From an optimization exercise on the open Yosys and OpenROAD flow, aimed at small area; shortcuts taken in it are not production practice.
The RTL was checked by simulation tests, not by an equivalence proof against the original design.
Power figures rest on the tool's default switching activity, not on a simulated workload.

Design rv32i_core, start of the top module:
module rv32i_core (
    input  logic        clk,
    input  logic        reset_i,
    input  logic        imem_ready_i,
    input  logic [31:0] imem_data_i,
    output logic [31:0] imem_addr_o,
    output logic        commit_valid_o,
    output logic [31:0] commit_pc_o,
    output logic [4:0]  commit_rd_o,
    output logic        commit_reg_write_o,
    output logic [31:0] commit_wdata_o,
    output logic        commit_mem_write_o,
    output logic [31:0] commit_store_addr_o,
    output logic [31:0] commit_store_data_o
);
Size in the first run: about 3900 cells after synthesis, about 1100 flip-flops, roughly 38000 sq um of cells after synthesis.
Settings: LEC_CHECK=0, CAP_MARGIN=20, CORE_MARGIN=2, CORE_UTILIZATION=40, CTS_BUF_LIST=sky130_fd_sc_hd__clkbuf_4 sky130_fd_sc_hd__clkbuf_8, SLEW_MARGIN=20; clock period 8.0 ns.
standard.sh (not shown) runs the stock make flow with config.mk's settings and CLKGATE_MAP_FILE= SYNTH_SCRIPT=/design/flow/synth_recipe.tcl, a recipe that flattens the netlist after the stock synthesis.
==> flow/flow/run.sh <==
#!/bin/bash
# Layout flow: the standard flow (standard.sh), with two changes:
#  - synthesis maps the logic with an area-oriented ABC script (flow/abc_area.script);
#    registers are mapped before ABC runs, so they are the standard synthesis's;
#  - port buffers are the smallest buffer cell.
# Each tool's output goes to a log file in this folder (flow_*.log) and under orfs/logs.
set -euo pipefail
here=$(pwd)
rm -rf "$here/scripts_copy"
cp -r "$FLOW_HOME/scripts" "$here/scripts_copy"
cp "$here/flow/abc_area.script" "$here/scripts_copy/abc_speed.script"
export SCRIPTS_DIR="$here/scripts_copy"
export BUFFER_PORTS_ARGS="-buffer_cell sky130_fd_sc_hd__buf_1"
bash standard.sh synth > "$here/flow_synth.log" 2>&1
bash standard.sh > "$here/flow_layout.log" 2>&1
==> flow/flow/abc_area.script <==
&get -n
&st
&syn2
&dch
&nf -R 1000
&st
&dch
&nf -R 1000
&put
The first run finished but fails on setup timing.
Change:
==> flow/run.sh (new file) <==
#!/bin/bash
# synth_recipe.tcl (not shown) runs the flow's synth.tcl, then flattens the netlist and writes it again
# the make line also repeats each setting of config.mk as NAME=value (left out here)
make -C /OpenROAD-flow-scripts/flow DESIGN_CONFIG=/design/flow/config.mk WORK_HOME=/design/flow/orfs CLKGATE_MAP_FILE= SYNTH_SCRIPT=/design/flow/synth_recipe.tcl finish
--- a/flow/config.mk
+++ b/flow/config.mk
@@ -9,4 +9,3 @@
 export CORE_MARGIN = 2
 export CORE_UTILIZATION = 40
-export CTS_BUF_LIST = sky130_fd_sc_hd__clkbuf_4 sky130_fd_sc_hd__clkbuf_8
 export SLEW_MARGIN = 20
removed: flow/flow/run.sh
removed: flow/flow/abc_area.script
removed: flow/standard.sh
Effect:
- This time the run completed with no timing, DRC or antenna violations
- sequential cell count stays the same
- area after synthesis grows by 11%
- routed wire length grows by 37%
- combinational power shrinks by 26%
- cell area grows by 13%

========
harbor:
rv32i_core, a different RTL version from the one above (not shown whole).
Size: about 3300 cells after synthesis, ~1100 flip-flops, roughly 200 I/O pins, ~0.038 mm2 of cells after synthesis.
Settings: LEC_CHECK=0, CAP_MARGIN=20, CORE_MARGIN=2, CORE_UTILIZATION=40, SETUP_SLACK_MARGIN=0.2, SLEW_MARGIN=20; clock period 8.0 ns.
==> flow/flow/run.sh <==
#!/bin/bash
# Layout flow: the standard flow (standard.sh), with these changes:
#  - synthesis maps the logic with an area-oriented ABC script (flow/abc_area.script);
#    registers are mapped before ABC runs, so they are the standard synthesis's;
#  - port buffers are the smallest buffer cell;
#  - clock tree: small clock buffers, larger sink clusters, no dummy loads.
# Each tool's output goes to a log file in this folder (flow_*.log) and under orfs/logs.
set -euo pipefail
here=$(pwd)
rm -rf "$here/scripts_copy"
cp -r "$FLOW_HOME/scripts" "$here/scripts_copy"
cp "$here/flow/abc_area.script" "$here/scripts_copy/abc_speed.script"
export SCRIPTS_DIR="$here/scripts_copy"
export BUFFER_PORTS_ARGS="-buffer_cell sky130_fd_sc_hd__buf_1"
export CTS_ARGS="-sink_clustering_enable -repair_clock_nets -dont_use_dummy_load -root_buf sky130_fd_sc_hd__clkbuf_16 -buf_list {sky130_fd_sc_hd__clkbuf_4 sky130_fd_sc_hd__clkbuf_8} -sink_clustering_buffer sky130_fd_sc_hd__clkbuf_4 -sink_clustering_size 10 -sink_clustering_max_diameter 40"
bash standard.sh synth > "$here/flow_synth.log" 2>&1
bash standard.sh > "$here/flow_layout.log" 2>&1
==> flow/flow/abc_area.script <==
&get -n
&st
&syn2
&dch
&nf -R 1000
&st
&dch
&nf -R 1000
&put
The inputs of nickel differ from those of harbor as listed below.
-- flow/flow/run.sh --
<<< harbor, line 14
export BUFFER_PORTS_ARGS="-buffer_cell sky130_fd_sc_hd__buf_1"
export CTS_ARGS="-sink_clustering_enable -repair_clock_nets -dont_use_dummy_load -root_buf sky130_fd_sc_hd__clkbuf_16 -buf_list {sky130_fd_sc_hd__clkbuf_4 sky130_fd_sc_hd__clkbuf_8} -sink_clustering_buffer sky130_fd_sc_hd__clkbuf_4 -sink_clustering_size 10 -sink_clustering_max_diameter 40"
bash standard.sh synth > "$here/flow_synth.log" 2>&1
>>> nickel, line 14
export BUFFER_PORTS_ARGS="-buffer_cell sky130_fd_sc_hd__buf_1"
export CTS_ARGS="-sink_clustering_enable -repair_clock_nets -dont_use_dummy_load -buf_list {sky130_fd_sc_hd__clkbuf_8} -sink_clustering_size 16 -sink_clustering_max_diameter 50"
bash standard.sh synth > "$here/flow_synth.log" 2>&1
Findings:
Changes observed in nickel relative to harbor: detailed route wirelength on metal2 essentially unchanged, sequential cell area share went down 0.40 points, depth of the worst register-to-register path rose 10, final worst hold slack rose 0.021 ns. FAIL: nickel; every other run in harbor and nickel is clean. The flow completed for nickel, but it is not clean: the layout still shows setup timing. Run comparison: harbor endpoint of the most critical setup path commit_wdata_o[30]; nickel endpoint of the most critical setup path commit_store_addr_o[31]. Non-clock buffer count: nickel vs harbor up 9. The run with more setup slack is harbor; nickel has less.

[what the ideal ports hide]
In the flow no input, the clock included, has a driving cell. The finished layouts below were timed again as built, in two steps. Step 1, drivers: a clkbuf_16 drives clk and a buf_2 each remaining input, both assumed. Step 2 times the ports against the registers' clock, not the clock port: input delays grow and output delays shrink by t, the midpoint of the rising clock arrivals with the driver on. a / b / c = no drivers / after step 1 / after step 2; a / b = the first two.
run	t, ns	setup WS [ns]	clock arrival spread, ns
the first run of note 1	0.914	-0.040 / -0.106 / 0.808	0.063 / 0.063
the second run of note 1	0.815	0.115 / 0.037 / 0.852	0.062 / 0.062
harbor	0.746	0.170 / 0.104 / 0.850	0.105 / 0.105
nickel	0.829	-0.130 / -0.196 / 0.633	0.105 / 0.105
